What follows belongs to an exercise in optimizing a design on an open flow for small area, a short achievable clock period and few clock cycles; a production flow would make more cautious choices. Only simulation tests tie the RTL to the original design; equivalence was not proved. Power figures rest on the tool's default switching activity, not on a simulated workload.

### flow/run.sh
#!/bin/bash
# synth_recipe.tcl (not shown) runs the flow's synth.tcl, then flattens the netlist and writes it again
# the make line also repeats each setting of config.mk as NAME=value (left out here)
make -C /OpenROAD-flow-scripts/flow DESIGN_CONFIG=/design/flow/config.mk WORK_HOME=/design/flow/orfs CLKGATE_MAP_FILE= SYNTH_SCRIPT=/design/flow/synth_recipe.tcl finish
### flow/config.mk
export PLATFORM = sky130hd
export DESIGN_NAME = least_served_grant_arbiter_core
export DESIGN_NICKNAME = least_served_grant_arbiter_core
export VERILOG_FILES = /design/flow/design.v
export SDC_FILE = /design/flow/constraint.sdc
export NUM_CORES = 4
export LEC_CHECK = 0
export CAP_MARGIN = 20
export CORE_MARGIN = 2
export CORE_UTILIZATION = 50
export CTS_CLUSTER_DIAMETER = 70
export CTS_CLUSTER_SIZE = 26
export PLACE_DENSITY = 0.7
export SETUP_SLACK_MARGIN = 2.6
export SLEW_MARGIN = 20
export TNS_END_PERCENT = 0
### flow/constraint.sdc
create_clock -name core_clock -period 5.0 [get_ports {i_clk}]
set_input_delay 1.0000 -clock core_clock [delete_from_list [all_inputs] [get_ports {i_clk}]]
set_output_delay 1.0000 -clock core_clock [all_outputs]
set_load 0.01 [all_outputs]
### flow/design.v
`timescale 1ns / 1ps
package lsga_pkg;
    localparam int IDX_W        = 4;
    localparam int BYTES_W      = 12;
    localparam int DEST_W       = 4;
    localparam int SERVED_W     = 24;
    localparam int OPCODE_W     = 2;
    localparam int S_TDATA_W    = 24;
    localparam int M_TDATA_W    = 24;
    localparam int MAX_SLAVES_DEF    = 14;
    localparam int ACTIVE_RESET      = 14;
    localparam logic [OPCODE_W-1:0] OP_CLR_REQ = 2'd0;
    localparam logic [OPCODE_W-1:0] OP_RECORD  = 2'd1;
    localparam logic [OPCODE_W-1:0] OP_GRANT   = 2'd2;
    localparam logic [OPCODE_W-1:0] OP_CLR_ALL = 2'd3;
endpackage
`timescale 1ns / 1ps
module lsga_cell (
    input  logic                          i_clk,
    input  logic                          i_rst_n,
    input  logic                          i_clr_flag,   
    input  logic                          i_rec,        
    input  logic                          i_win,        
    input  logic                          i_tot_we,     
    input  logic [lsga_pkg::BYTES_W-1:0]  i_bytes,
    input  logic [lsga_pkg::DEST_W-1:0]   i_dest,
    input  logic [lsga_pkg::SERVED_W-1:0] i_tot_wd,     
    input  logic [lsga_pkg::SERVED_W-1:0] i_tot,        
    input  logic                          i_tie,        
    output logic                          o_flag,
    output logic [lsga_pkg::SERVED_W-1:0] o_served,
    output logic [lsga_pkg::BYTES_W-1:0]  o_size,
    output logic [lsga_pkg::DEST_W-1:0]   o_dest,
    output logic                          o_bc_wins     
);
    logic                          r_flag;
    logic [lsga_pkg::SERVED_W-1:0] r_served;
    logic [lsga_pkg::BYTES_W-1:0]  r_size;
    logic [lsga_pkg::DEST_W-1:0]   r_dest;
    always_ff @(posedge i_clk) begin
        if (!i_rst_n) begin
            r_flag <= 1'b0;
        end else if (i_clr_flag || i_win) begin
            r_flag <= 1'b0;
        end else if (i_rec) begin
            r_flag <= 1'b1;
        end
    end
    always_ff @(posedge i_clk) begin
        if (i_tot_we) begin
            r_served <= i_tot_wd;
        end
    end
    always_ff @(posedge i_clk) begin
        if (i_rec) begin
            r_size <= i_bytes;
            r_dest <= i_dest;
        end
    end
    function automatic logic lt_fn(input logic [23:0] x, input logic [23:0] s, input logic tie);
        logic [23:0] g, l; logic [11:0] g1, l1; logic [5:0] g2, l2; logic [2:0] g3, l3;
        g = ~x & s;
        l = x & ~s;
        for (int k = 0; k < 12; k++) begin g1[k] = g[2*k+1] | (~l[2*k+1] & g[2*k]); l1[k] = l[2*k+1] | (~g[2*k+1] & l[2*k]); end
        for (int k = 0; k < 6; k++) begin g2[k] = g1[2*k+1] | (~l1[2*k+1] & g1[2*k]); l2[k] = l1[2*k+1] | (~g1[2*k+1] & l1[2*k]); end
        for (int k = 0; k < 3; k++) begin g3[k] = g2[2*k+1] | (~l2[2*k+1] & g2[2*k]); l3[k] = l2[2*k+1] | (~g2[2*k+1] & l2[2*k]); end
        lt_fn = g3[2] | (~l3[2] & (g3[1] | (~l3[1] & (g3[0] | (~l3[0] & tie)))));
    endfunction
    assign o_bc_wins = lt_fn(i_tot, r_served, i_tie);
    assign o_flag   = r_flag;
    assign o_served = r_served;
    assign o_size   = r_size;
    assign o_dest   = r_dest;
endmodule
`timescale 1ns / 1ps
module least_served_grant_arbiter_core #(
    parameter int MAX_SLAVES = lsga_pkg::MAX_SLAVES_DEF
) (
    input  logic                 i_clk,
    input  logic                 i_rst_n,
    input  logic                 i_cfg_we,
    input  logic [lsga_pkg::IDX_W-1:0]     i_cfg_wdata,       
    input  logic                 i_s_axis_tvalid,
    output logic                 o_s_axis_tready,
    input  logic [lsga_pkg::S_TDATA_W-1:0] i_s_axis_tdata,    
    input  logic [lsga_pkg::OPCODE_W-1:0]  i_s_axis_tuser,    
    output logic                 o_m_axis_tvalid,
    input  logic                 i_m_axis_tready,
    output logic [lsga_pkg::M_TDATA_W-1:0] o_m_axis_tdata     
);
    localparam int N   = MAX_SLAVES;
    localparam int SW  = lsga_pkg::SERVED_W;
    localparam int BW  = lsga_pkg::BYTES_W;
    localparam int DW  = lsga_pkg::DEST_W;
    localparam int IW  = lsga_pkg::IDX_W;
    localparam logic [IW-1:0] ACT_RST = (N < lsga_pkg::ACTIVE_RESET) ? IW'(N) : IW'(lsga_pkg::ACTIVE_RESET);
    logic [1:0]    w_op;
    logic [IW-1:0] w_idx;
    logic [BW-1:0] w_bytes;
    logic [DW-1:0] w_dest;
    assign w_op    = i_s_axis_tuser;
    assign w_idx   = i_s_axis_tdata[IW-1:0];
    assign w_bytes = i_s_axis_tdata[IW +: BW];
    assign w_dest  = i_s_axis_tdata[IW+BW +: DW];
    logic          r_out_valid;
    logic [22:0]   r_out_data;
    logic [N-1:0]  r_act;        
    logic [N-1:0]  w_flag;
    logic [SW-1:0] w_served [N];
    logic [BW-1:0] w_size [N];
    logic [DW-1:0] w_sdest [N];
    logic [N-1:0]  w_bc_wins;
    logic [N-1:0]  r_g_oh;       
    logic [N-1:0]  r_t_oh;       
    logic [SW-1:0] r_tot;
    logic r_hold;
    logic w_hold, w_accept;
    assign w_hold          = r_hold;
    assign o_s_axis_tready = !w_hold && (!r_out_valid || i_m_axis_tready);
    assign w_accept        = i_s_axis_tvalid && o_s_axis_tready;
    logic [N-1:0] w_dec;
    always_comb begin
        for (int k = 0; k < N; k++) w_dec[k] = (w_idx == IW'(k + 1));
    end
    logic w_rec_ok, w_rec_set, w_clr_req, w_clr_all, w_grant;
    assign w_rec_ok  = |(w_dec & r_act);
    assign w_rec_set = w_accept && (w_op == lsga_pkg::OP_RECORD) && (w_bytes != '0);
    assign w_clr_req = i_cfg_we || (w_accept && (w_op == lsga_pkg::OP_CLR_REQ || w_op == lsga_pkg::OP_CLR_ALL));
    assign w_clr_all = !i_rst_n || i_cfg_we || (w_accept && (w_op == lsga_pkg::OP_CLR_ALL));
    assign w_grant   = w_accept && (w_op == lsga_pkg::OP_GRANT);
    logic [N-1:0]  r_m [N];
    logic [N-1:0]  w_beats [N];
    logic [N-1:0]  w_win;
    logic          w_any;
    always_comb begin
        for (int i = 0; i < N; i++) begin
            for (int j = 0; j < N; j++) begin
                if (i < j)       w_beats[i][j] = r_m[i][j];
                else if (i > j)  w_beats[i][j] = !r_m[j][i];
                else             w_beats[i][j] = 1'b1;
            end
        end
        for (int i = 0; i < N; i++) begin
            w_win[i] = w_flag[i] && (&(w_beats[i] | ~w_flag));
        end
    end
    assign w_any = |w_flag;
    logic [N-1:0]  w_g_above, r_t_above;
    logic [SW-1:0] w_tot_wd;
    always_comb begin
        w_g_above[0] = 1'b0;
        for (int i = 1; i < N; i++) w_g_above[i] = w_g_above[i-1] | r_g_oh[i-1];
    end
    logic r_clr_pend;
    assign w_tot_wd = r_clr_pend ? '0 : r_tot;
    genvar gk;
    generate
        for (gk = 0; gk < N; gk++) begin : g_cell
            lsga_cell u_cell (
                .i_clk      (i_clk),
                .i_rst_n    (i_rst_n),
                .i_clr_flag (w_clr_req),
                .i_rec      (w_rec_set && w_dec[gk] && r_act[gk]),
                .i_win      (w_grant && w_win[gk]),
                .i_tot_we   (r_clr_pend || r_t_oh[gk]),
                .i_bytes    (w_bytes),
                .i_dest     (w_dest),
                .i_tot_wd   (w_tot_wd),
                .i_tot      (r_tot),
                .i_tie      (r_t_above[gk]),
                .o_flag     (w_flag[gk]),
                .o_served   (w_served[gk]),
                .o_size     (w_size[gk]),
                .o_dest     (w_sdest[gk]),
                .o_bc_wins  (w_bc_wins[gk])
            );
        end
    endgenerate
    logic [BW-1:0] w_sel_size;
    logic [DW-1:0] w_sel_dest;
    logic [IW-1:0] w_sel_idx;
    always_comb begin
        w_sel_size = '0;
        w_sel_dest = '0;
        w_sel_idx  = '0;
        for (int i = 0; i < N; i++) begin
            w_sel_size |= {BW{w_win[i]}} & w_size[i];
            w_sel_dest |= {DW{w_win[i]}} & w_sdest[i];
            w_sel_idx  |= {IW{w_win[i]}} & IW'(i + 1);
        end
    end
    logic [SW-1:0] w_sel_served, r_g_served;
    always_comb begin
        w_sel_served = '0;
        for (int i = 0; i < N; i++) w_sel_served |= {SW{w_win[i]}} & w_served[i];
    end
    logic [BW-1:0] w_g_size;
    assign w_g_size = r_out_data[16:5];
    logic [BW-1:0] w_lo_g, w_lo_p, w_lo_cg, w_lo_cp;
    logic [BW:0]   w_lo_c;
    logic [BW-1:0] w_lo_sum;
    logic [SW-BW-1:0] w_hi, w_hi_t, w_hi_inc;
    logic [SW-1:0] w_new_tot;
    always_comb begin
        w_lo_g = r_g_served[BW-1:0] & w_g_size;
        w_lo_p = r_g_served[BW-1:0] ^ w_g_size;
        w_lo_cg = w_lo_g;
        w_lo_cp = w_lo_p;
        for (int d = 1; d < BW; d = d * 2) begin
            for (int i = BW - 1; i >= d; i--) begin
                w_lo_cg[i] = w_lo_cg[i] | (w_lo_cp[i] & w_lo_cg[i-d]);
                w_lo_cp[i] = w_lo_cp[i] & w_lo_cp[i-d];
            end
        end
        w_lo_c[0] = 1'b0;
        for (int i = 0; i < BW; i++) w_lo_c[i+1] = w_lo_cg[i];
        w_lo_sum = w_lo_p ^ w_lo_c[BW-1:0];
        w_hi = r_g_served[SW-1:BW];
        w_hi_t[0] = 1'b1;
        for (int i = 1; i < SW - BW; i++) w_hi_t[i] = w_hi_t[i-1] & w_hi[i-1];
        w_hi_inc = w_hi ^ w_hi_t;
        if (w_lo_c[BW] && (&w_hi)) w_new_tot = '1;
        else if (w_lo_c[BW])       w_new_tot = {w_hi_inc, w_lo_sum};
        else                       w_new_tot = {w_hi, w_lo_sum};
    end
    logic [22:0] w_res;
    always_comb begin
        w_res = '0;
        unique case (w_op)
            lsga_pkg::OP_RECORD: begin
                w_res[21] = w_any || (w_rec_ok && (w_bytes != '0));
                w_res[22] = !w_rec_ok;
            end
            lsga_pkg::OP_GRANT: begin
                w_res[0]     = w_any;
                w_res[4:1]   = w_sel_idx;
                w_res[16:5]  = w_sel_size;
                w_res[20:17] = w_sel_dest;
                w_res[21]    = |(w_flag & ~w_win);
            end
            default: w_res = '0;
        endcase
    end
    always_ff @(posedge i_clk) begin
        for (int i = 0; i < N; i++) begin
            for (int j = i + 1; j < N; j++) begin
                r_m[i][j] <= r_clr_pend || (r_t_oh[i] && w_bc_wins[j]) || (r_t_oh[j] && !w_bc_wins[i])
                             || (!r_t_oh[i] && !r_t_oh[j] && r_m[i][j]);
            end
        end
    end
    always_ff @(posedge i_clk) begin
        if (!i_rst_n) begin
            r_out_valid <= 1'b0;
            for (int k = 0; k < N; k++) r_act[k] <= (k + 1 <= ACT_RST);
        end else begin
            if (w_accept) begin
                r_out_valid <= 1'b1;
            end else if (i_m_axis_tready) begin
                r_out_valid <= 1'b0;
            end
            if (i_cfg_we) begin
                for (int k = 0; k < N; k++) r_act[k] <= (IW'(k + 1) <= i_cfg_wdata);
            end
        end
    end
    always_ff @(posedge i_clk) begin
        if (w_clr_all) begin
            r_g_oh <= '0;
            r_t_oh <= '0;
        end else begin
            r_g_oh <= w_grant ? w_win : '0;
            r_t_oh <= r_g_oh;
        end
        r_t_above <= w_g_above;
        r_clr_pend <= w_clr_all;
        r_hold     <= i_rst_n && !i_cfg_we && w_rec_set && |(w_dec & r_act & r_g_oh);
    end
    always_ff @(posedge i_clk) begin
        r_tot <= w_new_tot;
        r_g_served <= w_sel_served;      
        if (w_accept) begin
            r_out_data <= w_res;
        end
    end
    assign o_m_axis_tvalid = r_out_valid;
    assign o_m_axis_tdata  = {1'b0, r_out_data};
endmodule
==> impl_metrics.csv, run 1 <==
group,metric,value,unit
routing,routedWlPerCell,33.7,um
placement,io_buffers,55,
clocking,cts_root_buffer,"clkbuf_16",
routing,dr.first_iter.drc_count,5627,
setup_path,cp_slowest_cell,"a311oi_2",
sta,fmax,329,MHz
sta,rsz0062_at_grt,"true",
outcome,status,"timing/DRC/antenna clean",
routing,vias,31593,
placement,place_congestion,1.04,
logic_synthesis,async_reset_ff_frac,0,
logic_synthesis,synth_top_area_cell,"edfxtp_1",
power_and_ir_drop,worst_ir_drop_vdd,0.000375,V
logic_synthesis,ys_top_cells_by_area,"edfxtp_1 47%, dfxtp_1 11%, a22oi_1 4.0%, maj3_1 2.4%, nand2_1 2.1%",
logic_synthesis,synthMuxAreaShare,0,
logic_synthesis,ys_types,89,
logic_synthesis,synth-simple-area-share,0.111,
global_route,grt_max_degree,83,
routing,routed_wl,147,mm
logic_synthesis,ys_seq_area_frac,0.582,
clocking,clk_pin_slew_worst_paths,0.10,ns
logic_synthesis,synth_edf_count,583,
logic_synthesis,synthesis.area,37300,um2
setup_path,crit_path_end,"r_m[6][13]",
setup_path,crit_buf_inv,2,
sta,timing.slew.headroom,0.265,
sta,clock_skew,0.0402,ns
placement,dp_slack,1.02,ns
finish,n_antenna_cell,0,
flow_run,maxCapViolCount,0,
routing,drt-vias-per-instance,7.22,
global_route,grt_pass1_wl,210,mm
sta,worst_pin_slew,1.10,ns
clocking,cts_sinks,794,
power_and_ir_drop,power.density,304,nW/um2
logic_synthesis,synth_top_family_by_area,"compound AO/OA/AOI/OAI gates",
sta,setup_total_negative_slack,0,ns
sta,min_period_over_period,0.607,
setup_path,ff2ff_path_depth,10,
placement,dpl_cell_area,39100,um2
die,coreArea,74200,um2
power_and_ir_drop,power_leakage,14.8,nW
setup_path,cp_top_family,"compound AO/OA/AOI/OAI gates",
routing,first_pass_iters,9,
setup_path,worst-path-stages,10,
setup_path,crit_fanout,17,
setup_path,startpoint_type,"register",
clocking,max-clock-path-buffers,3,
sta,fin_ws,1.96,ns
logic_synthesis,synth_xor_area_frac,0.00117,
setup_path,crit_type,"reg -> reg",
clocking,htree_levels,2,
global_route,antenna_found_initial,3,
setup_path,r2r-end,"r_m[6][13]",
logic_synthesis,synth_compound_area_frac,0.227,
setup_path,crit_top_cell,"buf_4",
setup_path,crit_start,"r_tot[20]",
setup_path,worstPathArrival,3.58,ns
sta,hold_violations,0,
setup_path,crit_chain,"buf_4 -> nor2_2 -> a21o_1 -> a32oi_1 -> a21oi_2 -> a41oi_1 -> a311oi_2 -> buf_4 -> a221oi_1 -> o21ai_0",
global_route,grt_pass1_vias,29630,
clocking,clock_latency,0.66,ns
setup_path,r2r_slack,1.96,ns
power_and_ir_drop,finalPower,13.0,mW
setup_path,worstPathRequired,5.54,ns
placement,place.detailed.hpwl,91.9,mm
sta,setup_viol,0,
logic_synthesis,synth_area_per_cell,11.3,um2
logic_synthesis,synth_top_area_share,0.469,
finish,drive_gt1_frac,0.146,
min_path,hold_class,"reg -> reg",
die,fp.dieH,277,um
logic_synthesis,ys_seq_elements,794,
global_route,grt_usage,0.375,
setup_path,reg2reg_from,"r_tot[20]",
finish,stdcell_area,42600,um2
routing,route.detailed.drc,0,
logic_synthesis,ys_warn_count,9,
logic_synthesis,synth_cells,3302,
die,num_rows,100,
die,die_x,277,um
sta,drv_slew,0,
logic_synthesis,synth_fp_nets,3363,
clocking,cts_tree,"built",
logic_synthesis,ys.flop_type,"edfxtp_1",
die,ioPinCount,61,
finish,final_nets,3428,
clocking,numCtsBuffers,46,
routing,postRouteAntennaNets,0,
die,dieArea,76800,um2
setup_path,slowest_delay,0.55,ns
logic_synthesis,yosys.area_share.adder,0.0383,
finish,areaGrowthSynthToFinish,14.2,%
sta,fin_crit,3.04,ns
global_route,grt-ovfl-total,0,
finish,fin_util,0.574,
clocking,holdBufCountCts,0,
die,start_util,0.503,
setup_path,endpoint_kind,"register",
## flip-flops by register name (all words and copies together), names as in the netlist
register                flops
g_cell.u_cell.r_size      168
r_t_oh                     14
r_out_data                 23
r_tot                      24
r_clr_pend                  1
g_cell.u_cell.r_dest       56
g_cell.u_cell.r_served    336
r_m                        91
r_out_valid                 1
r_t_above                  13
r_g_oh                     14
g_cell.u_cell.r_flag       14
r_act                      14
r_hold                      1
r_g_served                 24
## synth_stat cells, drive strengths merged, types with 8 or more instances
cell and n:
a31o 14, o31ai 15, o311ai 10, and2 15
a2111oi 8, maj3 107, o21a 42, a21o 34
o2111ai 26, nor2 172, nand3 86, a22o 52
nor3b 17, nand4 38, clkinv 13, buf 60
nand2b 77, o22a 12, a221oi 84, nand3b 14
a311oi 15, or2 8, a31oi 96, a21oi 123
nor2b 66, or3 17, a22oi 199, edfxtp 583
and3 25, o221ai 73, nor4 20, dfxtp 211
inv 139, clkbuf 168, nor3 34, nand2 213
o22ai 66, ha 25, a221o 34, o211ai 20
a222oi 12, o21ai 155, a211oi 11, a2bb2oi 20
## repair_timing
action | 4_1_cts | 5_1_grt
pin swaps | 39 | 3
resized for setup | 217 | 16
endpoints found under the setup margin | 516 | 582
buffers inserted | 92 | 7
cloned | 13 | 0
## worst register-to-register path: stages (launching register included)
cell and delay (ns):
dfxtp_1 0.31, buf_4 0.20, nor2_2 0.35, a21o_1 0.18
a32oi_1 0.10, a21oi_2 0.41, a41oi_1 0.25, a311oi_2 0.56
buf_4 0.34, a221oi_1 0.13, o21ai_0 0.13
## cell usage in the layout (no fill, tap or decap), drive strengths merged, types with 38 or more instances in the layout
cell | Yosys | layout
edfxtp | 583 | 583
buf | 60 | 179
o22ai | 66 | 66
dfxtp | 211 | 211
a31oi | 96 | 96
a21oi | 123 | 123
clkdlybuf4s50 | 0 | 52
nand4 | 38 | 38
nand2b | 77 | 77
a22oi | 199 | 199
maj3 | 107 | 107
clkbuf | 168 | 57
o21a | 42 | 42
a221oi | 84 | 84
nor2 | 172 | 173
nor2b | 66 | 66
o21ai | 155 | 155
inv | 139 | 148
nand3 | 86 | 86
a22o | 52 | 52
nand2 | 213 | 213
o221ai | 73 | 73
## layer usage
metal	up-vias	global-route usage	wire length, um
li1	13163	-	-
met1	15434	0.503	54700
met2	2453	0.573	64500
met3	543	0.0828	18500
met4	0	0.191	9580
met5	-	0	0
## stage by stage
step,std cells,hold WS [ns]
final,4374,0.386
after global routing,4374,0.400
after CTS,4365,0.392
after detailed placement,4174,0.372
after global placement,4174,0.370
after floorplan,3302,0.331
## layout make-up
class                           instances  area (um2)
Fill cell                            6055       31600
Sequential cell                       794       21800
Tap cell                              969        1210
Inverter                              152         642
Multi-Input combinational cell       2132       15000
Clock buffer                           57        1200
Clock inverter                         29         350
Timing Repair inverter                  5        27.5
Timing Repair Buffer                  236        2410
## how the worst min path moves through the flow
stage | startpoint | end | slack, ns | cells after the start
2_1_floorplan | r_g_oh[0] | r_t_above[1] | 0.33 | 0
3_5_place_dp | r_g_oh[0] | r_t_above[1] | 0.37 | 0
6_report | r_g_oh[0] | r_t_above[1] | 0.39 | 0
4_1_cts | r_g_oh[0] | r_t_above[1] | 0.39 | 0
3_3_place_gp | r_g_oh[0] | r_t_above[1] | 0.37 | 0
5_1_grt | r_g_oh[0] | r_t_above[1] | 0.40 | 0
## report_power, final
part	total (mW)	switching (mW)	leakage, nW	internal (mW)
clock network	4.34	2.48	0.762	1.87
logic	1.17	0.762	6.25	0.403
registers	7.47	0.220	7.74	7.25
## kinds of logic (layout without fill, tap and decap cells)
family                   Yosys count  count (layout)
AO/OA/AOI/OAI                   1167            1168
other                              1               1
flip-flops                       794             794
buffers and inverters            380             479
adder cells (fa/ha/maj)          133             133
XOR/XNOR                           5               5
AND/OR/NAND/NOR                  822             825
Testbench counts, summed over its fixed seeds: cycles 12,129.
==> run 2, diff against run 1 <==
--- a/flow/config.mk
+++ b/flow/config.mk
@@ -9,6 +9,6 @@
 export CORE_MARGIN = 2
-export CORE_UTILIZATION = 50
+export CORE_UTILIZATION = 40
 export CTS_CLUSTER_DIAMETER = 70
 export CTS_CLUSTER_SIZE = 26
-export PLACE_DENSITY = 0.7
+export PLACE_DENSITY = 0.75
 export SETUP_SLACK_MARGIN = 2.6
==> run 2 against run 1 <==
  * Area after synthesis stayed put
  * Largest power group unchanged
  * Sequential power is essentially flat
  * Maximum frequency rose by 1.6%
==> impl_metrics.csv, run 2 <==
group,metric,value,unit
logic_synthesis,synth.most_common_cell,"edfxtp_1",
global_route,grt_max_degree,64,
setup_path,crit_start,"g_cell[6].u_cell.r_flag",
finish,drive_gt1_frac,0.141,
placement,place.detailed.hpwl,87.5,mm
flow_run,maxCapViolCount,0,
placement,io_buffers,55,
logic_synthesis,ys_seq_elements,794,
sta,setup_viol,0,
power_and_ir_drop,power.density,297,nW/um2
finish,top_register,"g_cell.u_cell.r_served",
routing,first_pass_iters,9,
outcome,status,"timing/DRC/antenna clean",
clocking,cts_root_buffer,"clkbuf_16",
die,coreArea,92900,um2
placement,dpl_cell_area,39400,um2
logic_synthesis,ys_seq_area_frac,0.582,
die,num_rows,112,
clocking,cts_tree,"built",
placement,place_congestion,1.02,
routing,dr.first_iter.drc_count,5075,
finish,multi_input_area,14900,um2
logic_synthesis,synth_top_area_cell,"edfxtp_1",
global_route,grt_pass1_wl,197,mm
sta,fmax,335,MHz
logic_synthesis,async_reset_ff_frac,0,
finish,areaGrowthSynthToFinish,14.9,%
routing,drt-vias-per-instance,6.82,
setup_path,crit_fanout,15,
clocking,clk_pin_slew_worst_paths,0.10,ns
sta,setup_total_negative_slack,0,ns
logic_synthesis,ys_top_cells_by_area,"edfxtp_1 47%, dfxtp_1 11%, a22oi_1 4.0%, maj3_1 2.4%, nand2_1 2.1%",
global_route,grt_pass1_vias,29649,
sta,rsz0062_at_grt,"true",
logic_synthesis,ys_warn_count,9,
routing,routed_wl,137,mm
logic_synthesis,ys_types,89,
die,die_x,309,um
power_and_ir_drop,power_leakage,14.6,nW
finish,mostFrequentLayoutCells,"583 x edfxtp_1, 211 x nand2_1, 198 x a22oi_1",
logic_synthesis,synth_area_per_cell,11.3,um2
routing,vias,31791,
routing,routedWlPerCell,29.5,um
die,dieArea,95800,um2
logic_synthesis,synthesis.area,37300,um2
clocking,htree_levels,2,
die,start_util,0.402,
finish,area.sequential,21800,um2
die,fp.dieH,309,um
finish,reg.largest.list,"g_cell.u_cell.r_served: 336 flops, g_cell.u_cell.r_size: 168 flops, r_m: 91 flops",
min_path,hold_class,"reg -> reg",
setup_path,reg2reg_from,"g_cell[6].u_cell.r_flag",
global_route,antenna_found_initial,4,
logic_synthesis,synth_top_area_share,0.469,
clocking,numCtsBuffers,44,
logic_synthesis,synthTopCellsByCount,"583 x edfxtp_1, 212 x nand2_1, 211 x dfxtp_1, 199 x a22oi_1, 171 x nor2_1",
finish,final_common_cell,"edfxtp_1",
logic_synthesis,ys.flop_type,"edfxtp_1",
setup_path,worstPathRequired,5.43,ns
sta,timing.slew.headroom,0.176,
setup_path,endpoint_kind,"register",
sta,fin_crit,2.99,ns
setup_path,r2r_slack,2.01,ns
global_route,grt_usage,0.279,
finish,stdcell_area,42900,um2
routing,postRouteAntennaNets,0,
setup_path,startpoint_type,"register",
logic_synthesis,synth_fp_nets,3363,
finish,largest_register_ffs,336,
finish,final_nets,3430,
min_path,hp-start,"r_g_oh[0]",
clocking,cts_sinks,794,
sta,worst_pin_slew,1.23,ns
global_route,grt-ovfl-total,0,
sta,min_period_over_period,0.598,
sta,hold_violations,0,
sta,drv_slew,0,
setup_path,crit_type,"reg -> reg",
die,ioPinCount,61,
logic_synthesis,synth_cells,3302,
clocking,max-clock-path-buffers,3,
sta,clock_skew,0.0348,ns
routing,route.detailed.drc,0,
clocking,holdBufCountCts,0,
logic_synthesis,synth_edf_count,583,
power_and_ir_drop,worst_ir_drop_vdd,0.000320,V
clocking,clock_latency,0.65,ns
finish,fillCellCount,8118,
setup_path,worstPathArrival,3.42,ns
[run 2: per-layer routing]
| layer | GRT usage | part of all wire | vias up | routed length, um |
|---|---|---|---|---|
| met5 | 0 | 0.00013 | - | 18 |
| met4 | 0.164 | 0.072 | 4 | 9930 |
| met3 | 0.0721 | 0.14 | 654 | 19300 |
| met2 | 0.429 | 0.44 | 2684 | 60100 |
| met1 | 0.356 | 0.35 | 15279 | 48000 |
| li1 | - | - | 13170 | - |
[run 2: area by class of cell]
type / instances / area share
Clock inverter: 23 / 0.00581
Tap cell: 1254 / 0.0366
Clock buffer: 59 / 0.0277
Timing Repair Buffer: 241 / 0.0565
Inverter: 152 / 0.0154
Sequential cell: 794 / 0.509
Antenna cell: 1 / 0.0000584
Timing Repair inverter: 6 / 0.000876
Multi-Input combinational cell: 2130 / 0.348
[run 2: worst max-delay path, stage by stage (launching register included)]
cell and delay, ns:
dfxtp_1 0.55, inv_2 0.19, o21ai_0 0.30, nor3_1 0.10, and2_1 0.24, and2_4 0.29, buf_4 0.27, a221o_1 0.36
a221oi_1 0.22, nand3_1 0.26
[run 2: kinds of logic (layout without fill, tap and decap cells)]
| group | Yosys count | count (layout) | share of synthesized area |
|---|---|---|---|
| AND/OR/NAND/NOR | 822 | 823 | 0.111 |
| XOR/XNOR | 5 | 5 | 0.00117 |
| other | 1 | 2 | 0.000100 |
| adder cells (fa/ha/maj) | 133 | 133 | 0.0383 |
| flip-flops | 794 | 794 | 0.582 |
| buffers and inverters | 380 | 481 | 0.0399 |
| AO/OA/AOI/OAI | 1167 | 1168 | 0.227 |
[run 2: final timing paths]
path / to / cells past startpoint
max: r_g_served[22] / 9
min: r_t_above[1] / 0
max reg2reg: r_g_served[22] / 9
min reg2reg: r_t_above[1] / 0
[run 2: where the power goes]
part	switching, mW	internal, mW	total [mW]
Combinational	0.744	0.400	1.14
Clock	2.33	1.78	4.11
Sequential	0.213	7.25	7.47
Total	3.28	9.43	12.7
[run 2: timing repair]
item,CTS,global route
pin swaps,35,5
gates resized for setup,200,19
gates cloned,10,1
hold endpoints to repair,0,0
buffers inserted,99,7
setup endpoints to repair,527,524
[run 2: stage by stage]
stage,setup WS (ns),std cells,total power [mW],hold slack (ns),utilization
2_1_floorplan,2.41,3302,8.10,0.331,-
3_3_place_gp,1.05,4460,8.53,0.355,0.424
3_5_place_dp,0.949,4460,8.56,0.355,0.424
4_1_cts,2.16,4651,12.6,0.368,0.460
5_1_grt,2.02,4659,13.0,0.382,0.461
6_report,2.01,4660,12.7,0.367,0.461
==> run 3, diff against run 2 <==
--- a/flow/design.v
+++ b/flow/design.v
@@ -154,3 +154,4 @@
     logic r_clr_pend;
-    assign w_tot_wd = r_clr_pend ? '0 : r_tot;
+    logic [N-1:0] r_tot_we;
+    assign w_tot_wd = r_tot;
     genvar gk;
@@ -164,3 +165,3 @@
                 .i_win      (w_grant && w_win[gk]),
-                .i_tot_we   (r_clr_pend || r_t_oh[gk]),
+                .i_tot_we   (r_tot_we[gk]),
                 .i_bytes    (w_bytes),
@@ -276,2 +277,3 @@
         r_clr_pend <= w_clr_all;
+        for (int k = 0; k < N; k++) r_tot_we[k] <= w_clr_all || r_g_oh[k];
         r_hold     <= i_rst_n && !i_cfg_we && w_rec_set && |(w_dec & r_act & r_g_oh);
@@ -279,3 +281,3 @@
     always_ff @(posedge i_clk) begin
-        r_tot <= w_new_tot;
+        r_tot <= w_clr_all ? '0 : w_new_tot;
         r_g_served <= w_sel_served;      
--- a/flow/config.mk
+++ b/flow/config.mk
@@ -9,3 +9,3 @@
 export CORE_MARGIN = 2
-export CORE_UTILIZATION = 40
+export CORE_UTILIZATION = 45
 export CTS_CLUSTER_DIAMETER = 70
==> run 3 against run 2 <==
  * Critical path type unchanged
  * Die area shrank 13%
  * Maximum frequency shrank 13%
  * Flip-flop and latch count grew 14
  * Via count shrank 6.8%
  * Largest power group unchanged
  * Sequential share of layout area grew 2.7 points
  * Still clean on timing, DRC and antenna
  * Non-clock buffer count shrank 16
  * Largest cell class unchanged
==> impl_metrics.csv, run 3 <==
group,metric,value,unit
outcome,status,"timing/DRC/antenna clean",
finish,drive_gt1_frac,0.118,
sta,timing.slew.headroom,0.310,
power_and_ir_drop,p_switching,3.26,mW
sta,fin_crit,3.45,ns
logic_synthesis,ys.flop_type,"edfxtp_1",
die,num_rows,104,
clocking,holdBufCountCts,0,
logic_synthesis,synth_top_area_share,0.479,
sta,clock_skew,0.0419,ns
routing,route.detailed.drc,0,
finish,largest_register_ffs,336,
clocking,cts_root_buffer,"clkbuf_16",
logic_synthesis,synth_fp_nets,3274,
logic_synthesis,ys_top_cells_by_area,"edfxtp_1 48%, dfxtp_1 12%, a22oi_1 4.8%, a221oi_1 2.5%, maj3_1 2.5%",
global_route,grt_max_degree,47,
power_and_ir_drop,p_comb_frac,0.066,
sta,setup_viol,0,
power_and_ir_drop,p_int,9.53,mW
finish,fillCellCount,6927,
setup_path,startpoint_type,"register",
logic_synthesis,synthesis.area,36600,um2
finish,final_nets,3326,
sta,min_period_over_period,0.689,
placement,io_buffers,55,
setup_path,crit_type,"reg -> reg",
setup_path,worstPathArrival,3.96,ns
routing,vias,29628,
sta,setup_total_negative_slack,0,ns
finish,final_common_cell,"edfxtp_1",
routing,routed_wl,125,mm
setup_path,crit_fanout,20,
routing,routedWlPerCell,28.6,um
sta,worst_pin_slew,1.03,ns
finish,fin_util,0.512,
sta,hold_violations,0,
min_path,hold_class,"reg -> reg",
setup_path,ff2ff_path_depth,12,
global_route,grt_usage,0.292,
global_route,grt_pass1_vias,27757,
die,coreArea,80400,um2
clocking,clk_pin_slew_worst_paths,0.10,ns
power_and_ir_drop,clockPowerShare,0.343,
power_and_ir_drop,swShare,0.255,
logic_synthesis,synthTopCellsByCount,"583 x edfxtp_1, 233 x a22oi_1, 225 x dfxtp_1, 209 x clkbuf_1, 207 x nor2_1",
placement,place_congestion,0.966,
logic_synthesis,synth_top_area_cell,"edfxtp_1",
power_and_ir_drop,power_leakage,14.1,nW
global_route,grt-ovfl-total,0,
clocking,numCtsBuffers,46,
power_and_ir_drop,seq_power_share,0.591,
finish,n_antenna_cell,0,
routing,first_pass_iters,10,
die,fp.dieH,289,um
die,ioPinCount,61,
finish,area.sequential,22100,um2
clocking,max-clock-path-buffers,3,
finish,multi_input_area,13500,um2
routing,postRouteAntennaNets,0,
routing,drt-vias-per-instance,6.79,
logic_synthesis,async_reset_ff_frac,0,
power_and_ir_drop,power.density,311,nW/um2
setup_path,crit_chain,"buf_4 -> nor2b_1 -> a221o_1 -> o21ai_0 -> a221oi_1 -> o21ai_2 -> o22ai_2 -> and3_1 -> a21oi_1 -> buf_4 -> clkinvlp_4 -> a221o_1",
min_path,whs_path_depth,1,
logic_synthesis,ys_warn_count,9,
setup_path,cp_slowest_cell,"dfxtp_1",
sta,drv_slew,0,
setup_path,endpoint_kind,"register",
setup_path,worstPathRequired,5.52,ns
sta,fmax,290,MHz
global_route,grt_pass1_wl,182,mm
die,start_util,0.455,
logic_synthesis,synth.most_common_cell,"edfxtp_1",
die,dieArea,83500,um2
die,die_x,289,um
global_route,antenna_found_initial,2,
flow_run,maxCapViolCount,0,
setup_path,slowest_delay,0.45,ns
finish,top_register,"g_cell.u_cell.r_served",
logic_synthesis,synth_edf_count,583,
finish,areaGrowthSynthToFinish,12.6,%
clocking,clock_latency,0.65,ns
sta,rsz0062_at_grt,"true",
routing,dr.first_iter.drc_count,5156,
clocking,cts_tree,"built",
logic_synthesis,ys_seq_area_frac,0.602,
clocking,cts_sinks,808,
placement,place.detailed.hpwl,79.5,mm
logic_synthesis,synth_cells,3213,
logic_synthesis,synth_area_per_cell,11.4,um2
finish,reg.largest.list,"g_cell.u_cell.r_served: 336 flops, g_cell.u_cell.r_size: 168 flops, r_m: 91 flops",
finish,mostFrequentLayoutCells,"583 x edfxtp_1, 233 x a22oi_1, 205 x dfxtp_1",
logic_synthesis,ys_types,78,
logic_synthesis,ys_seq_elements,808,
clocking,htree_levels,2,
power_and_ir_drop,worst_ir_drop_vdd,0.000315,V
[run 3: cell count changes after synthesis, sizes merged, moves of 32 or more]
cell and change:
a22oi +34, buf -45, nor2 +35, clkbuf +41, o221ai -42, nand2 -33
a31oi -45, o21ai +32
[run 3: worst paths after layout]
kind,from,end,slack (ns)
max,r_tot[3],r_m[1][4],1.55
min,r_g_oh[1],r_t_above[2],0.50
max reg2reg,r_tot[3],r_m[1][4],1.55
min reg2reg,r_g_oh[1],r_t_above[2],0.50
[run 3: worst max-delay path, delay by kind of cell, from the launching register on]
family,cells,cell delay (ns)
AOI/OAI and AO/OA,7,1.87
buffers and inverters,3,0.67
DFF,1,0.45
and+or+nand+nor,2,0.33
[run 3: area by class of cell]
cell class	instances	share of cell area
clock buffer	57	0.0290
clock inverter	27	0.00890
inverter	162	0.0157
multi-input combinational	2019	0.328
sequential	808	0.536
tap	1060	0.0322
timing repair buffer	225	0.0500
timing repair inverter	3	0.000425
[run 3: metrics by stage]
step / cell area [um2] / hold WS (ns) / worst slack [ns] / power, mW / instances
2_1_floorplan: 36700 / 0.371 / 2.13 / 8.10 / 3213
5_1_grt: 41200 / 0.512 / 1.58 / 13.1 / 4361
6_report: 41200 / 0.495 / 1.55 / 12.8 / 4361
3_3_place_gp: 38800 / 0.451 / 0.935 / 8.47 / 4229
3_5_place_dp: 38800 / 0.467 / 0.867 / 8.49 / 4229
4_1_cts: 41000 / 0.481 / 1.67 / 12.7 / 4349
[run 3: cells by family after synthesis]
| group | after synthesis | share of synthesized area |
|---|---|---|
| XOR/XNOR | 9 | 0.00216 |
| AO/OA/AOI/OAI | 1151 | 0.222 |
| adder cells (fa/ha/maj) | 126 | 0.0368 |
| AND/OR/NAND/NOR | 732 | 0.0966 |
| flip-flops | 808 | 0.602 |
| other | 1 | 0.000103 |
| buffers and inverters | 386 | 0.0402 |
[run 3: what timing repair did]
item | CTS | global route
gates resized for setup | 67 | 24
setup endpoints to repair | 446 | 448
gates cloned | 3 | 0
buffers inserted | 33 | 12
pin swaps | 21 | 3
endpoints found under the hold margin | 0 | 0
[run 3: power groups by stage]
| stage | Combinational (mW) | Sequential, mW | Clock, mW |
|---|---|---|---|
| final | 0.848 | 7.55 | 4.39 |
| after detailed placement | 0.787 | 7.70 | 0 |
| after global routing | 0.893 | 7.57 | 4.61 |
| after global placement | 0.778 | 7.69 | 0 |
| after CTS | 0.819 | 7.54 | 4.38 |
| after floorplan | 0.422 | 7.67 | 0 |
[run 3: metal layers]
layer | up-vias | routed length, um | global-route usage
li1 | 12650 | - | -
met5 | - | 27 | 0
met4 | 4 | 6770 | 0.135
met2 | 2224 | 56200 | 0.459
met1 | 14317 | 46200 | 0.394
met3 | 433 | 15700 | 0.0528
Testbench counts of run 3, summed over its fixed seeds: cycles 12,129.
==> run 4, diff against run 3 <==
--- a/flow/design.v
+++ b/flow/design.v
@@ -96,13 +96,20 @@
     localparam logic [IW-1:0] ACT_RST = (N < lsga_pkg::ACTIVE_RESET) ? IW'(N) : IW'(lsga_pkg::ACTIVE_RESET);
-    logic [1:0]    w_op;
-    logic [IW-1:0] w_idx;
-    logic [BW-1:0] w_bytes;
-    logic [DW-1:0] w_dest;
-    assign w_op    = i_s_axis_tuser;
-    assign w_idx   = i_s_axis_tdata[IW-1:0];
-    assign w_bytes = i_s_axis_tdata[IW +: BW];
-    assign w_dest  = i_s_axis_tdata[IW+BW +: DW];
-    logic          r_out_valid;
-    logic [22:0]   r_out_data;
     logic [N-1:0]  r_act;        
+    logic          r_a_valid;
+    logic [1:0]    r_a_op;
+    logic [IW-1:0] r_a_idx;
+    logic [BW-1:0] r_a_bytes;
+    logic [DW-1:0] r_a_dest;
+    logic          r_a_ok;       
+    logic          r_a_nz;       
+    logic [IW-1:0] w_in_idx;
+    logic [BW-1:0] w_in_bytes;
+    logic [N-1:0]  w_in_dec;
+    assign w_in_idx   = i_s_axis_tdata[IW-1:0];
+    assign w_in_bytes = i_s_axis_tdata[IW +: BW];
+    always_comb begin
+        for (int k = 0; k < N; k++) w_in_dec[k] = (w_in_idx == IW'(k + 1));
+    end
+    logic r_out_valid, r_sk_valid, r_g_sk;
+    logic [22:0] r_out_data, r_sk_data;
     logic [N-1:0]  w_flag;
@@ -114,18 +121,19 @@
     logic [N-1:0]  r_t_oh;       
+    logic [N-1:0]  r_t_above;    
     logic [SW-1:0] r_tot;
-    logic r_hold;
-    logic w_hold, w_accept;
-    assign w_hold          = r_hold;
-    assign o_s_axis_tready = !w_hold && (!r_out_valid || i_m_axis_tready);
-    assign w_accept        = i_s_axis_tvalid && o_s_axis_tready;
+    logic w_hold, w_exec, w_take, w_out_free;
+    assign w_hold          = |(r_t_oh & w_flag);
+    assign w_exec          = r_a_valid && !w_hold && !r_sk_valid;
+    assign o_s_axis_tready = !r_a_valid || w_exec;
+    assign w_take          = i_s_axis_tvalid && o_s_axis_tready;
+    assign w_out_free      = !r_out_valid || i_m_axis_tready;
     logic [N-1:0] w_dec;
     always_comb begin
-        for (int k = 0; k < N; k++) w_dec[k] = (w_idx == IW'(k + 1));
+        for (int k = 0; k < N; k++) w_dec[k] = (r_a_idx == IW'(k + 1));
     end
-    logic w_rec_ok, w_rec_set, w_clr_req, w_clr_all, w_grant;
-    assign w_rec_ok  = |(w_dec & r_act);
-    assign w_rec_set = w_accept && (w_op == lsga_pkg::OP_RECORD) && (w_bytes != '0);
-    assign w_clr_req = i_cfg_we || (w_accept && (w_op == lsga_pkg::OP_CLR_REQ || w_op == lsga_pkg::OP_CLR_ALL));
-    assign w_clr_all = !i_rst_n || i_cfg_we || (w_accept && (w_op == lsga_pkg::OP_CLR_ALL));
-    assign w_grant   = w_accept && (w_op == lsga_pkg::OP_GRANT);
+    logic w_rec_set, w_clr_req, w_clr_all, w_grant;
+    assign w_rec_set = w_exec && (r_a_op == lsga_pkg::OP_RECORD) && r_a_ok && r_a_nz;
+    assign w_clr_req = i_cfg_we || (w_exec && (r_a_op == lsga_pkg::OP_CLR_REQ || r_a_op == lsga_pkg::OP_CLR_ALL));
+    assign w_clr_all = !i_rst_n || i_cfg_we || (w_exec && (r_a_op == lsga_pkg::OP_CLR_ALL));
+    assign w_grant   = w_exec && (r_a_op == lsga_pkg::OP_GRANT);
     logic [N-1:0]  r_m [N];
@@ -147,3 +155,3 @@
     assign w_any = |w_flag;
-    logic [N-1:0]  w_g_above, r_t_above;
+    logic [N-1:0]  w_g_above;
     logic [SW-1:0] w_tot_wd;
@@ -153,5 +161,3 @@
     end
-    logic r_clr_pend;
-    logic [N-1:0] r_tot_we;
-    assign w_tot_wd = r_tot;
+    assign w_tot_wd = w_clr_all ? '0 : r_tot;
     genvar gk;
@@ -163,7 +169,7 @@
                 .i_clr_flag (w_clr_req),
-                .i_rec      (w_rec_set && w_dec[gk] && r_act[gk]),
+                .i_rec      (w_rec_set && w_dec[gk]),
                 .i_win      (w_grant && w_win[gk]),
-                .i_tot_we   (r_tot_we[gk]),
-                .i_bytes    (w_bytes),
-                .i_dest     (w_dest),
+                .i_tot_we   (w_clr_all || r_t_oh[gk]),
+                .i_bytes    (r_a_bytes),
+                .i_dest     (r_a_dest),
                 .i_tot_wd   (w_tot_wd),
@@ -179,2 +185,3 @@
     endgenerate
+    logic [SW-1:0] w_sel_served, r_g_served;
     logic [BW-1:0] w_sel_size;
@@ -183,18 +190,15 @@
     always_comb begin
-        w_sel_size = '0;
-        w_sel_dest = '0;
-        w_sel_idx  = '0;
+        w_sel_served = '0;
+        w_sel_size   = '0;
+        w_sel_dest   = '0;
+        w_sel_idx    = '0;
         for (int i = 0; i < N; i++) begin
-            w_sel_size |= {BW{w_win[i]}} & w_size[i];
-            w_sel_dest |= {DW{w_win[i]}} & w_sdest[i];
-            w_sel_idx  |= {IW{w_win[i]}} & IW'(i + 1);
+            w_sel_served |= {SW{w_win[i]}} & w_served[i];
+            w_sel_size   |= {BW{w_win[i]}} & w_size[i];
+            w_sel_dest   |= {DW{w_win[i]}} & w_sdest[i];
+            w_sel_idx    |= {IW{w_win[i]}} & IW'(i + 1);
         end
     end
-    logic [SW-1:0] w_sel_served, r_g_served;
-    always_comb begin
-        w_sel_served = '0;
-        for (int i = 0; i < N; i++) w_sel_served |= {SW{w_win[i]}} & w_served[i];
-    end
     logic [BW-1:0] w_g_size;
-    assign w_g_size = r_out_data[16:5];
+    assign w_g_size = r_g_sk ? r_sk_data[16:5] : r_out_data[16:5];
     logic [BW-1:0] w_lo_g, w_lo_p, w_lo_cg, w_lo_cp;
@@ -229,6 +233,6 @@
         w_res = '0;
-        unique case (w_op)
+        unique case (r_a_op)
             lsga_pkg::OP_RECORD: begin
-                w_res[21] = w_any || (w_rec_ok && (w_bytes != '0));
-                w_res[22] = !w_rec_ok;
+                w_res[21] = w_any || (r_a_ok && r_a_nz);
+                w_res[22] = !r_a_ok;
             end
@@ -247,4 +251,5 @@
             for (int j = i + 1; j < N; j++) begin
-                r_m[i][j] <= r_clr_pend || (r_t_oh[i] && w_bc_wins[j]) || (r_t_oh[j] && !w_bc_wins[i])
-                             || (!r_t_oh[i] && !r_t_oh[j] && r_m[i][j]);
+                if (w_clr_all || r_t_oh[i] || r_t_oh[j]) begin
+                    r_m[i][j] <= w_clr_all || (r_t_oh[i] && w_bc_wins[j]) || (r_t_oh[j] && !w_bc_wins[i]);
+                end
             end
@@ -254,9 +259,18 @@
         if (!i_rst_n) begin
+            r_a_valid   <= 1'b0;
             r_out_valid <= 1'b0;
+            r_sk_valid  <= 1'b0;
             for (int k = 0; k < N; k++) r_act[k] <= (k + 1 <= ACT_RST);
         end else begin
-            if (w_accept) begin
+            if (w_take) begin
+                r_a_valid <= 1'b1;
+            end else if (w_exec) begin
+                r_a_valid <= 1'b0;
+            end
+            if (w_exec) begin
                 r_out_valid <= 1'b1;
+                r_sk_valid  <= !w_out_free;
             end else if (i_m_axis_tready) begin
-                r_out_valid <= 1'b0;
+                r_out_valid <= r_sk_valid;
+                r_sk_valid  <= 1'b0;
             end
@@ -268,2 +282,12 @@
     always_ff @(posedge i_clk) begin
+        if (w_take) begin
+            r_a_op    <= i_s_axis_tuser;
+            r_a_idx   <= w_in_idx;
+            r_a_bytes <= w_in_bytes;
+            r_a_dest  <= i_s_axis_tdata[IW+BW +: DW];
+            r_a_ok    <= |(w_in_dec & r_act);
+            r_a_nz    <= (w_in_bytes != '0);
+        end
+    end
+    always_ff @(posedge i_clk) begin
         if (w_clr_all) begin
@@ -276,12 +300,17 @@
         r_t_above <= w_g_above;
-        r_clr_pend <= w_clr_all;
-        for (int k = 0; k < N; k++) r_tot_we[k] <= w_clr_all || r_g_oh[k];
-        r_hold     <= i_rst_n && !i_cfg_we && w_rec_set && |(w_dec & r_act & r_g_oh);
     end
     always_ff @(posedge i_clk) begin
-        r_tot <= w_clr_all ? '0 : w_new_tot;
-        r_g_served <= w_sel_served;      
-        if (w_accept) begin
+        r_tot <= w_new_tot;
+        if (w_grant) begin
+            r_g_served <= w_sel_served;
+        end
+        if (w_exec && w_out_free) begin
             r_out_data <= w_res;
+        end else if (r_sk_valid && i_m_axis_tready) begin
+            r_out_data <= r_sk_data;
+        end
+        if (w_exec && !w_out_free) begin
+            r_sk_data <= w_res;
         end
+        r_g_sk <= !w_out_free;
     end
--- a/flow/config.mk
+++ b/flow/config.mk
@@ -10,7 +10,3 @@
 export CORE_UTILIZATION = 45
-export CTS_CLUSTER_DIAMETER = 70
-export CTS_CLUSTER_SIZE = 26
-export PLACE_DENSITY = 0.75
-export SETUP_SLACK_MARGIN = 2.6
+export SETUP_SLACK_MARGIN = 2.0
 export SLEW_MARGIN = 20
-export TNS_END_PERCENT = 0
==> run 4 against run 3 <==
  * Sequential share of layout area down 4.5 points
  * Area after synthesis up 7.2%
  * Still clean
  * Critical path type unchanged
  * Register-to-register slack better by 0.097 ns
  * Critical endpoint is now r_m[2][5]
  * Combinational power rose to 3.4 times the previous value
  * Die area up 7.1%
  * Worst setup slack better by 0.097 ns
  * Hold slack worse by 0.098 ns
  * Largest power group unchanged
==> impl_metrics.csv, run 4 <==
group,metric,value,unit
outcome,status,"timing/DRC/antenna clean",
setup_path,reg2reg_from,"r_tot[0]",
sta,drv_slew,0,
placement,placed_cells,4336,
sta,fin_crit,3.35,ns
global_route,antenna_found_initial,3,
power_and_ir_drop,power.density,365,nW/um2
logic_synthesis,ys_warn_count,9,
setup_path,crit_top_cell,"maj3_2",
clocking,cts_sinks,842,
finish,mostFrequentLayoutCells,"745 x edfxtp_1, 240 x buf_4, 187 x nand2_1",
routing,postRouteAntennaNets,0,
die,die_x,299,um
clocking,cts_root_buffer,"clkbuf_16",
logic_synthesis,ys_top_cells_by_area,"edfxtp_1 57%, dfxtp_1 5.0%, a22oi_1 2.9%, maj3_1 2.6%, a221oi_1 2.5%",
routing,route.detailed.drc,0,
routing,routedWlPerCell,31.5,um
sta,clock_skew,0.0582,ns
setup_path,worstPathRequired,5.44,ns
die,coreArea,86500,um2
die,start_util,0.453,
min_path,hp-start,"r_g_oh[0]",
setup_path,ff2ff_path_depth,11,
sta,setup_viol,0,
finish,areaGrowthSynthToFinish,26.9,%
flow_run,maxCapViolCount,0,
setup_path,cp_slowest_cell,"o211ai_1",
logic_synthesis,synth_cells,3252,
sta,rsz0062_at_grt,"true",
sta,setup_total_negative_slack,0,ns
routing,routed_wl,150,mm
die,ioPinCount,61,
finish,drive_gt1_frac,0.279,
clocking,clock_latency,0.70,ns
sta,fmax,299,MHz
setup_path,endpoint_kind,"register",
global_route,grt_pass1_wl,211,mm
logic_synthesis,synth_edf_count,745,
die,num_rows,108,
routing,drt-vias-per-instance,6.73,
finish,top_register,"g_cell.u_cell.r_served",
clocking,holdBufCountCts,0,
finish,fillCellCount,6922,
logic_synthesis,synthesis.area,39200,um2
logic_synthesis,synth_fp_nets,3313,
sta,min_period_over_period,0.670,
power_and_ir_drop,power_leakage,17.3,nW
finish,final_common_cell,"edfxtp_1",
setup_path,startpoint_type,"register",
global_route,grt-ovfl-total,0,
die,dieArea,89500,um2
routing,first_pass_iters,6,
placement,dpl_cell_area,41300,um2
finish,stdcell_area,49700,um2
power_and_ir_drop,worst_ir_drop_vdd,0.000287,V
setup_path,slowest_delay,0.46,ns
setup_path,crit_fanout,7,
finish,stdcell_count,4769,
sta,timing.slew.headroom,0.336,
finish,area.sequential,24400,um2
clocking,numCtsBuffers,89,
logic_synthesis,ys_seq_elements,842,
routing,dr.first_iter.drc_count,4701,
global_route,grt_max_degree,54,
clocking,cts_tree,"built",
logic_synthesis,ys_seq_area_frac,0.620,
setup_path,worstPathArrival,3.79,ns
sta,worst_pin_slew,0.988,ns
sta,holdWs,0.397,ns
setup_path,crit_type,"reg -> reg",
finish,n_antenna_cell,0,
min_path,whs_path_depth,0,
logic_synthesis,async_reset_ff_frac,0,
finish,largest_register_ffs,336,
placement,place.detailed.hpwl,89.9,mm
setup_path,cp_top_family,"adder cells",
placement,io_buffers,55,
logic_synthesis,synth.most_common_cell,"edfxtp_1",
global_route,grt_usage,0.322,
clocking,clk_pin_slew_worst_paths,0.06,ns
setup_path,r2r_slack,1.65,ns
min_path,hold_class,"reg -> reg",
logic_synthesis,synth_top_area_share,0.571,
setup_path,r2r-end,"r_m[2][5]",
placement,place_congestion,0.987,
finish,fin_util,0.575,
setup_path,crit_buf_inv,2,
global_route,grt_pass1_vias,30028,
finish,reg.largest.list,"g_cell.u_cell.r_served: 336 flops, g_cell.u_cell.r_size: 168 flops, r_m: 91 flops",
logic_synthesis,synth_area_per_cell,12.1,um2
finish,final_nets,3604,
logic_synthesis,synthTopCellsByCount,"745 x edfxtp_1, 197 x nand2_1, 185 x clkbuf_1, 184 x nor2_1, 162 x o21ai_0",
logic_synthesis,ys.flop_type,"edfxtp_1",
logic_synthesis,synth_top_area_cell,"edfxtp_1",
min_path,hold_end,"r_t_above[1]",
clocking,htree_levels,3,
routing,vias,32113,
die,fp.dieH,299,um
setup_path,crit_chain,"inv_8 -> maj3_2 -> maj3_2 -> maj3_2 -> maj3_2 -> o211ai_1 -> a41oi_2 -> o21ai_2 -> buf_6 -> nor2_2 -> a211o_1",
finish,multi_input_area,15800,um2
sta,hold_violations,0,
clocking,max-clock-path-buffers,3,
logic_synthesis,ys_types,85,
## run 4: cell type report
| class | count | area share |
|---|---|---|
| clock buffers | 115 | 0.0488 |
| clock inverters | 47 | 0.0106 |
| inverters | 154 | 0.0148 |
| multi-input cells | 2025 | 0.317 |
| flip-flops and latches | 842 | 0.491 |
| well taps | 1155 | 0.0291 |
| repair buffers | 427 | 0.0882 |
| repair inverters | 4 | 0.000704 |
## run 4: per-stage QoR
step	worst slack, ns	total power, mW
6_report	1.65	18.2
5_1_grt	1.55	18.6
4_1_cts	1.72	17.8
3_5_place_dp	0.873	10.7
3_3_place_gp	0.859	10.6
2_1_floorplan	1.80	9.78
## run 4: metal layers
layer	routed length [um]	track usage
met5	13	0
met4	6920	0.119
met3	17300	0.0672
met1	60000	0.454
met2	66100	0.492
## run 4: how the worst max path moves through the flow
stage | start | endpoint | slack [ns] | cells after the start
5_1_grt | r_tot[0] | r_m[5][8] | 1.55 | 13
4_1_cts | g_cell[3].u_cell.r_flag | o_s_axis_tready | 1.72 | 7
3_5_place_dp | r_tot[17] | r_m[12][13] | 0.87 | 10
2_1_floorplan | i_rst_n | g_cell[10].u_cell.r_served[0] | 1.80 | 6
6_report | r_tot[0] | r_m[2][5] | 1.65 | 11
3_3_place_gp | r_tot[17] | r_m[12][13] | 0.86 | 10
## run 4: logic make-up (layout without fill, tap and decap cells)
family                     Yosys count  count (layout)  share of synthesized area
and+or+nand+nor                    747             753                     0.0929
DFF                                842             842                      0.620
other                                1               1                  0.0000957
muxes                               38              38                     0.0112
xor gates and xnor gates             7               7                    0.00156
AOI/OAI and AO/OA                 1078            1081                      0.196
adders and majority gates          144             145                     0.0391
buffers and inverters              395             747                     0.0391
## run 4: where the power goes
part	internal, mW	total, mW	switching, mW	leakage (nW)
Clock	3.78	6.72	2.93	1.45
Combinational	1.15	2.86	1.71	7.68
Sequential	8.11	8.58	0.471	8.22
Total	13.0	18.2	5.12	17.3
## run 4: worst reg2reg max path: cells and delay by family, from the launching register on
family,cells,cell delay [ns]
compound gates,4,1.20
fa+ha+maj,4,1.29
buf+inv,2,0.21
flops,1,0.38
simple gates,1,0.04
## run 4: what timing repair did
item / CTS / global route
gates resized for setup: 434 / 293
pin swaps: 142 / 169
setup endpoints to repair: 1233 / 710
gates cloned: 14 / 7
buffers inserted: 148 / 101
Testbench counts of run 4, summed over its fixed seeds: cycles 12,137.
==> run 5, diff against run 4 <==
--- a/flow/design.v
+++ b/flow/design.v
@@ -123,4 +123,5 @@
     logic [SW-1:0] r_tot;
+    logic r_hold;
     logic w_hold, w_exec, w_take, w_out_free;
-    assign w_hold          = |(r_t_oh & w_flag);
+    assign w_hold          = r_hold;
     assign w_exec          = r_a_valid && !w_hold && !r_sk_valid;
@@ -161,3 +162,4 @@
     end
-    assign w_tot_wd = w_clr_all ? '0 : r_tot;
+    logic r_clr_pend;
+    assign w_tot_wd = r_clr_pend ? '0 : r_tot;
     genvar gk;
@@ -171,3 +173,3 @@
                 .i_win      (w_grant && w_win[gk]),
-                .i_tot_we   (w_clr_all || r_t_oh[gk]),
+                .i_tot_we   (r_clr_pend || r_t_oh[gk]),
                 .i_bytes    (r_a_bytes),
@@ -251,5 +253,4 @@
             for (int j = i + 1; j < N; j++) begin
-                if (w_clr_all || r_t_oh[i] || r_t_oh[j]) begin
-                    r_m[i][j] <= w_clr_all || (r_t_oh[i] && w_bc_wins[j]) || (r_t_oh[j] && !w_bc_wins[i]);
-                end
+                r_m[i][j] <= r_clr_pend || (r_t_oh[i] && w_bc_wins[j]) || (r_t_oh[j] && !w_bc_wins[i])
+                             || (!r_t_oh[i] && !r_t_oh[j] && r_m[i][j]);
             end
@@ -300,2 +301,4 @@
         r_t_above <= w_g_above;
+        r_clr_pend <= w_clr_all;
+        r_hold    <= !w_clr_all && w_rec_set && |(w_dec & r_g_oh);
     end
@@ -303,5 +306,3 @@
         r_tot <= w_new_tot;
-        if (w_grant) begin
-            r_g_served <= w_sel_served;
-        end
+        r_g_served <= w_sel_served;      
         if (w_exec && w_out_free) begin
--- a/flow/config.mk
+++ b/flow/config.mk
@@ -10,3 +10,7 @@
 export CORE_UTILIZATION = 45
-export SETUP_SLACK_MARGIN = 2.0
+export CTS_CLUSTER_DIAMETER = 70
+export CTS_CLUSTER_SIZE = 26
+export PLACE_DENSITY = 0.75
+export SETUP_SLACK_MARGIN = 2.6
 export SLEW_MARGIN = 20
+export TNS_END_PERCENT = 0
==> run 5 against run 4 <==
  * Still clean
  * Routed wire length decreased by 12%
  * Cell count decreased by 4.9%
  * Clock-buffer cell count down 58
  * Non-clock buffer count fell by 227
  * Core utilization is 6.9 points lower
  * Combinational power is 69% lower
==> impl_metrics.csv, run 5 <==
group,metric,value,unit
outcome,status,"timing/DRC/antenna clean",
routing,dr.first_iter.drc_count,5240,
sta,hold_violations,0,
power_and_ir_drop,p_switching,3.26,mW
logic_synthesis,synthTopCellsByCount,"630 x edfxtp_1, 230 x nor2_1, 222 x o21ai_0, 214 x dfxtp_1, 213 x nand2_1",
clocking,htree_levels,2,
clocking,cts_sinks,844,
placement,place_congestion,1.00,
routing,route.detailed.drc,0,
clocking,max-clock-path-buffers,3,
global_route,grt-ovfl-total,0,
logic_synthesis,ys_seq_area_frac,0.603,
power_and_ir_drop,p_comb_frac,0.068,
routing,drt-vias-per-instance,6.84,
setup_path,crit_fanout,21,
sta,setup_total_negative_slack,0,ns
die,start_util,0.453,
global_route,grt_pass1_vias,28890,
finish,final_nets,3415,
logic_synthesis,ys_warn_count,9,
sta,fin_crit,3.42,ns
routing,routed_wl,132,mm
clocking,numCtsBuffers,44,
sta,holdWs,0.435,ns
finish,largest_register_ffs,336,
power_and_ir_drop,clockPowerShare,0.327,
min_path,hold_class,"reg -> reg",
clocking,cts_tree,"built",
sta,setup_viol,0,
logic_synthesis,ys_top_cells_by_area,"edfxtp_1 49%, dfxtp_1 11%, a22oi_1 3.1%, maj3_1 3.1%, a221oi_1 3.1%",
logic_synthesis,synth_fp_nets,3395,
finish,reg.largest.list,"g_cell.u_cell.r_served: 336 flops, g_cell.u_cell.r_size: 168 flops, r_m: 91 flops",
clocking,cts_root_buffer,"clkbuf_16",
power_and_ir_drop,swShare,0.249,
die,coreArea,84900,um2
setup_path,startpoint_type,"register",
routing,first_pass_iters,8,
power_and_ir_drop,power.density,306,nW/um2
logic_synthesis,ys.flop_type,"edfxtp_1",
logic_synthesis,synth_area_per_cell,11.5,um2
setup_path,worstPathRequired,5.53,ns
power_and_ir_drop,p_int,9.86,mW
routing,vias,31023,
sta,fmax,292,MHz
global_route,grt_max_degree,83,
logic_synthesis,synth_top_area_share,0.492,
routing,routedWlPerCell,29.1,um
sta,rsz0062_at_grt,"true",
power_and_ir_drop,power_leakage,14.6,nW
die,dieArea,87800,um2
logic_synthesis,synth_cells,3334,
logic_synthesis,synth_top_area_cell,"edfxtp_1",
finish,areaGrowthSynthToFinish,11.6,%
sta,min_period_over_period,0.684,
logic_synthesis,synthesis.area,38500,um2
global_route,grt_pass1_wl,191,mm
logic_synthesis,ys_seq_elements,844,
placement,io_buffers,55,
placement,place.detailed.hpwl,83.3,mm
logic_synthesis,synth.most_common_cell,"edfxtp_1",
die,num_rows,107,
sta,timing.slew.headroom,0.230,
setup_path,worstPathArrival,3.95,ns
power_and_ir_drop,worst_ir_drop_vdd,0.000375,V
die,ioPinCount,61,
logic_synthesis,ys_types,78,
finish,mostFrequentLayoutCells,"630 x edfxtp_1, 212 x nor2_1, 209 x nand2_1, 209 x o21ai_0, 195 x dfxtp_1",
finish,drive_gt1_frac,0.125,
sta,drv_slew,0,
setup_path,crit_type,"reg -> reg",
global_route,grt_usage,0.293,
global_route,antenna_found_initial,2,
finish,fin_util,0.506,
sta,clock_skew,0.0344,ns
setup_path,endpoint_kind,"register",
power_and_ir_drop,seq_power_share,0.605,
finish,top_register,"g_cell.u_cell.r_served",
die,die_x,296,um
routing,postRouteAntennaNets,0,
logic_synthesis,synth_edf_count,630,
die,fp.dieH,296,um
logic_synthesis,async_reset_ff_frac,0,
flow_run,maxCapViolCount,0,
finish,final_common_cell,"edfxtp_1",
clocking,clk_pin_slew_worst_paths,0.10,ns
sta,worst_pin_slew,1.15,ns
clocking,clock_latency,0.66,ns
-- run 5: area by class of cell --
class,count,area (um2)
multi-input cells,2111,14300
flip-flops and latches,844,23200
diodes,2,5.00
inverters,146,609
well taps,1144,1430
repair buffers,200,1770
repair inverters,7,40.0
fillers,7267,42000
clock buffers,57,1160
clock inverters,25,329
-- run 5: path summary, 6_finish.rpt --
path,start,endpoint,slack [ns],cells after the start
setup / recovery,g_cell[0].u_cell.r_flag,r_out_data[13],1.58,9
setup reg to reg,g_cell[0].u_cell.r_flag,r_out_data[13],1.58,9
hold / removal,r_g_oh[0],r_t_above[1],0.44,0
hold reg to reg,r_g_oh[0],r_t_above[1],0.44,0
-- run 5: metal layers --
metal / share of wire / track usage
met3: 0.14 / 0.0731
met1: 0.36 / 0.387
met2: 0.43 / 0.443
met5: 0.00011 / 0
met4: 0.066 / 0.164
-- run 5: cells by family after synthesis --
group	count (synthesis)	synth area share
XOR/XNOR	5	0.00114
adder cells (fa/ha/maj)	151	0.0414
buffers and inverters	381	0.0381
flip-flops	844	0.603
multiplexers	51	0.0144
AND/OR/NAND/NOR	729	0.0886
other	1	0.0000975
AO/OA/AOI/OAI	1172	0.213
-- run 5: per-stage QoR --
step	power, mW	area [um2]	instances	setup WS, ns
after floorplan	8.48	38500	3334	2.05
after global placement	8.86	40400	4391	1.03
after detailed placement	8.88	40400	4391	0.900
after CTS	13.1	42700	4521	1.72
after global routing	13.4	42900	4534	1.56
final	13.1	42900	4536	1.58
-- run 5: timing repair --
action                     in CTS  in global routing
gates cloned                   10                  0
hold buffers                    0                  0
resized for setup             133                 23
setup buffers                  38                 13
pin swaps                      16                  8
setup endpoints to repair     412                691
-- run 5: power groups by stage --
stage	clock, mW	sequential, mW	combinational [mW]
2_1_floorplan	0	7.98	0.493
3_3_place_gp	0	8.08	0.777
3_5_place_dp	0	8.09	0.788
4_1_cts	4.31	7.93	0.844
5_1_grt	4.56	7.96	0.926
6_report	4.29	7.94	0.890
-- run 5: critical path, stage by stage, from the launching register on --
cell,delay (ns)
dfxtp_1,0.31
buf_4,0.20
a222oi_1,0.54
nand3_1,0.23
nor4_4,0.59
and2_4,0.43
buf_6,0.35
a221oi_1,0.16
a31oi_1,0.29
mux2_2,0.20
Testbench counts of run 5, summed over its fixed seeds: cycles 12,137.

==> what the ideal ports hide <==
In the flow no input, the clock included, has a driving cell. The finished layouts below were timed again as built, in two steps.
Step 1, drivers: a clkbuf_16 drives i_clk and a buf_2 each remaining input, both assumed.
Step 2 adds t to the input delays and takes it off the output delays; t is the mean of the earliest and latest rising clock arrival at the registers after step 1. Input paths then give back, and output paths get back, about the clock's delay inside the block.
a / b / c = ideal / step 1 / step 2; a / b = the first two.
run | shift t [ns] | setup slack, ns | hold slack, ns | worst data-port slew with drivers (ns) | pins driven straight from the clock port
run 1 | 0.708 | 1.963 / 1.963 / 1.390 | 0.386 / 0.386 / 0.386 | 0.10 | 1
run 2 | 0.693 | 2.011 / 2.011 / 1.485 | 0.367 / 0.367 / 0.367 | 0.06 | 1
run 3 | 0.705 | 1.554 / 1.554 / 1.104 | 0.495 / 0.495 / 0.495 | 0.06 | 1
run 4 | 0.741 | 1.651 / 1.651 / 1.379 | 0.397 / 0.397 / 0.397 | 0.04 | 1
run 5 | 0.706 | 1.581 / 1.581 / 1.581 | 0.435 / 0.435 / 0.435 | 0.04 | 1
After both steps setup and hold are still met in every run listed. For run 1, which loses most, drivers alone change the setup slack by 0.000 ns; drivers and shift together by -0.573 ns.
